What follows belongs to an exercise in optimizing a design on an open flow for small area and few clock cycles; a production flow would make more cautious choices. Only simulation tests tie the RTL to the original design; equivalence was not proved. No activity file was given, so power comes from the tool's default toggle rates.

Setup of v52:
// rv_exec_core
module rv_exec_core (
   input  logic        clk,
   input  logic        arst_n,
   input  logic        inst_valid,
   output logic        inst_ready,
   input  logic [31:0] inst,
   output logic        res_valid,
   input  logic        res_ready,
   output logic [4:0]  res_rd,
   output logic [31:0] res_value,
   output logic        res_illegal
);
For scale: ~4200 cells after synthesis, about 1200 flip-flops, ~76 I/O pins, ~50000 um^2 of cells after synthesis.
export LEC_CHECK = 0
export CAP_MARGIN = 10
export CELL_PAD_IN_SITES_DETAIL_PLACEMENT = 0
export CELL_PAD_IN_SITES_GLOBAL_PLACEMENT = 0
export CORE_MARGIN = 2
export CORE_UTILIZATION = 55
export CTS_BUF_LIST = sky130_fd_sc_hd__clkbuf_16
export CTS_CLUSTER_DIAMETER = 100
export CTS_CLUSTER_SIZE = 30
export GPL_TIMING_DRIVEN = 0
export PLACE_DENSITY = 0.65
export SLEW_MARGIN = 10
export SYNTH_HIERARCHICAL = 1
export SYNTH_MINIMUM_KEEP_SIZE = 0
create_clock -name core_clock -period 10.0 [get_ports {clk}]
run.sh (not shown) runs the stock make flow with config.mk's settings and CLKGATE_MAP_FILE= SYNTH_SCRIPT=/design/flow/synth_recipe.tcl, a recipe that flattens the netlist after the stock synthesis.
Testbench counts of v52, summed over its fixed seeds: cycles 18,370.
diff inputs: v52 => v46
- changing CAP_MARGIN from 10 to 0
- changing SLEW_MARGIN from 10 to 0
Comparing v52 and v46, fmax is higher on v52.
v46 drops fewer vias than v52.
v46 -> stages 100% | layout checks FAIL | max-capacitance violations, max-slew violations
Non-clock buffer count, v52 and v46: lower on v46
Summary of v46 over v52: highest net fanout along the worst path grew by about 3%; clock network fraction of total power held steady.
diff inputs: v46 => v39
- a change of CAP_MARGIN from 0 to 20
- a change of SLEW_MARGIN from 0 to 20
- v39 ended with every stage complete and zero timing, DRC or antenna violations.
- For v39, the launching instance or port of the critical path was rp[0], unlike v46, where it was rp[2].
- v46 → v39: clock skew increased by 0.011 ns relative to the old numbers, number of stages on the worst setup path shows an increase of about 8%, total power -about 0.4%.

========
Setup of try-zinc:
Another version of the RTL of rv_exec_core (not shown whole).
Size: roughly 4200 cells after synthesis, about 76 I/O pins.
Settings: LEC_CHECK=0, CAP_MARGIN=15, CELL_PAD_IN_SITES_DETAIL_PLACEMENT=0, CELL_PAD_IN_SITES_GLOBAL_PLACEMENT=0, CORE_MARGIN=2, CORE_UTILIZATION=55, CTS_BUF_LIST=sky130_fd_sc_hd__clkbuf_16, CTS_CLUSTER_DIAMETER=90, CTS_CLUSTER_SIZE=26, GPL_TIMING_DRIVEN=0, PLACE_DENSITY=0.65, SLEW_MARGIN=15, SYNTH_HIERARCHICAL=1, SYNTH_MINIMUM_KEEP_SIZE=0; clock period 10.0 ns.
try-zinc | status: complete | timing, DRC, antenna: pass
Testbench counts of try-zinc, summed over its fixed seeds: cycles 18,370.
diff inputs: try-zinc => try-indigo
# try-zinc
export LEC_CHECK = 0
export CAP_MARGIN = 15
export CELL_PAD_IN_SITES_DETAIL_PLACEMENT = 0
export CELL_PAD_IN_SITES_GLOBAL_PLACEMENT = 0
export CORE_MARGIN = 2
export CORE_UTILIZATION = 55
export CTS_BUF_LIST = sky130_fd_sc_hd__clkbuf_16
export CTS_CLUSTER_DIAMETER = 90
export CTS_CLUSTER_SIZE = 26
export GPL_TIMING_DRIVEN = 0
export PLACE_DENSITY = 0.65
export SLEW_MARGIN = 15
export SYNTH_HIERARCHICAL = 1
export SYNTH_MINIMUM_KEEP_SIZE = 0
create_clock -name core_clock -period 10.0 [get_ports {clk}]
# try-indigo
export LEC_CHECK = 0
export CAP_MARGIN = 10
export CELL_PAD_IN_SITES_DETAIL_PLACEMENT = 0
export CELL_PAD_IN_SITES_GLOBAL_PLACEMENT = 0
export CORE_MARGIN = 2
export CORE_UTILIZATION = 55
export CTS_BUF_LIST = sky130_fd_sc_hd__clkbuf_16
export CTS_CLUSTER_DIAMETER = 90
export CTS_CLUSTER_SIZE = 26
export GPL_TIMING_DRIVEN = 0
export PLACE_DENSITY = 0.65
export SLEW_MARGIN = 10
export SYNTH_HIERARCHICAL = 1
export SYNTH_MINIMUM_KEEP_SIZE = 0
create_clock -name core_clock -period 10.0 [get_ports {clk}]
[summary]
try-indigo: all stages done; final checks FAILED (max-slew violations).
try-zinc ended with every stage complete and zero timing, DRC or antenna violations.
Per the comparison of try-indigo with try-zinc, total wire length after detailed routing fell about 1%, mean instance size in the synthesized netlist was more or less identical, global-route usage decreased 0.38 points.
In the flow results for try-zinc and try-indigo, the cell count of the worst reg-to-reg path is smaller on try-indigo.
Compared try-indigo against try-zinc; final-layout clock-cell area share within noise.
The final layout net count of try-indigo is lower than that of try-zinc.
Final worst-path setup slack for try-indigo is lower than for try-zinc.
try-zinc and try-indigo ended up with nearly the same power.
Run comparison: try-zinc critical-path cell with the highest stage delay sky130_fd_sc_hd__dfstp_2; try-indigo critical-path cell with the highest stage delay sky130_fd_sc_hd__a222oi_1
Layout overhead on the synthesized area in try-indigo is 1.8 points below try-zinc.
The inputs of try-amber differ from those of try-indigo as listed below.
# try-indigo
export LEC_CHECK = 0
export CAP_MARGIN = 10
export CELL_PAD_IN_SITES_DETAIL_PLACEMENT = 0
export CELL_PAD_IN_SITES_GLOBAL_PLACEMENT = 0
export CORE_MARGIN = 2
export CORE_UTILIZATION = 55
export CTS_BUF_LIST = sky130_fd_sc_hd__clkbuf_16
export CTS_CLUSTER_DIAMETER = 90
export CTS_CLUSTER_SIZE = 26
export GPL_TIMING_DRIVEN = 0
export PLACE_DENSITY = 0.65
export SLEW_MARGIN = 10
export SYNTH_HIERARCHICAL = 1
export SYNTH_MINIMUM_KEEP_SIZE = 0
create_clock -name core_clock -period 10.0 [get_ports {clk}]
# try-amber
export LEC_CHECK = 0
export CAP_MARGIN = 15
export CELL_PAD_IN_SITES_DETAIL_PLACEMENT = 0
export CELL_PAD_IN_SITES_GLOBAL_PLACEMENT = 0
export CORE_MARGIN = 2
export CORE_UTILIZATION = 55
export CTS_BUF_LIST = sky130_fd_sc_hd__clkbuf_16
export CTS_CLUSTER_DIAMETER = 90
export CTS_CLUSTER_SIZE = 26
export GPL_TIMING_DRIVEN = 0
export PLACE_DENSITY = 0.65
export SLEW_MARGIN = 12
export SYNTH_HIERARCHICAL = 1
export SYNTH_MINIMUM_KEEP_SIZE = 0
create_clock -name core_clock -period 10.0 [get_ports {clk}]
## What came out
- Count of input and output buffers came out exactly the same in try-indigo and try-amber.
- rf[16][0] as the worst setup path endpoint was reported by try-indigo, and rf[3][18] by try-amber.
- In the flow results for try-indigo and try-amber, the worst hold slack across all endpoints is smaller on try-amber.
- | area after detailed placement | lower: try-indigo |
- Each of try-indigo and try-amber falls short of a clean finish.
- Length of routed met3 wiring, try-indigo and try-amber: smaller value in try-indigo
- try-indigo ended up with rp[3] as its beginning of the critical path; try-amber ended up with rp[2].
- try-amber — total leakage power 1.0% higher, try-indigo as reference
- try-amber ends up with a switching fraction of total power that is 0.28 points lower than in try-indigo.

==> what the ideal ports hide <==
In the flow no input, the clock included, has a driving cell. The finished layouts below were timed again as built, in two steps.
Step 1 assumes that a clkbuf_16 drives the clock port and a buf_2 every other input.
Step 2 moves the port delays by t, midway between the first and last clock arrival at a register: inputs arrive t later, outputs are due t later. That takes back most of the time a late clock gives input paths.
a / b / c = no drivers / after step 1 / after step 2; a / b = the first two.
| run | t (ns) | setup slack, ns | clock arrival spread, ns | cell pins on the clock port's net |
|---|---|---|---|---|
| v52 | 0.752 | 1.001 / 1.001 / 1.001 | 0.034 / 0.033 | 1 |
| v46 | 0.780 | 0.502 / 0.502 / 0.502 | 0.038 / 0.038 | 1 |
| v39 | 0.765 | 1.272 / 1.272 / 1.272 | 0.050 / 0.050 | 1 |
| try-zinc | 0.774 | 0.740 / 0.740 / 0.740 | 0.035 / 0.035 | 1 |
| try-indigo | 0.784 | 0.609 / 0.609 / 0.609 | 0.064 / 0.064 | 1 |
| try-amber | 0.765 | 0.548 / 0.548 / 0.548 | 0.054 / 0.054 | 1 |
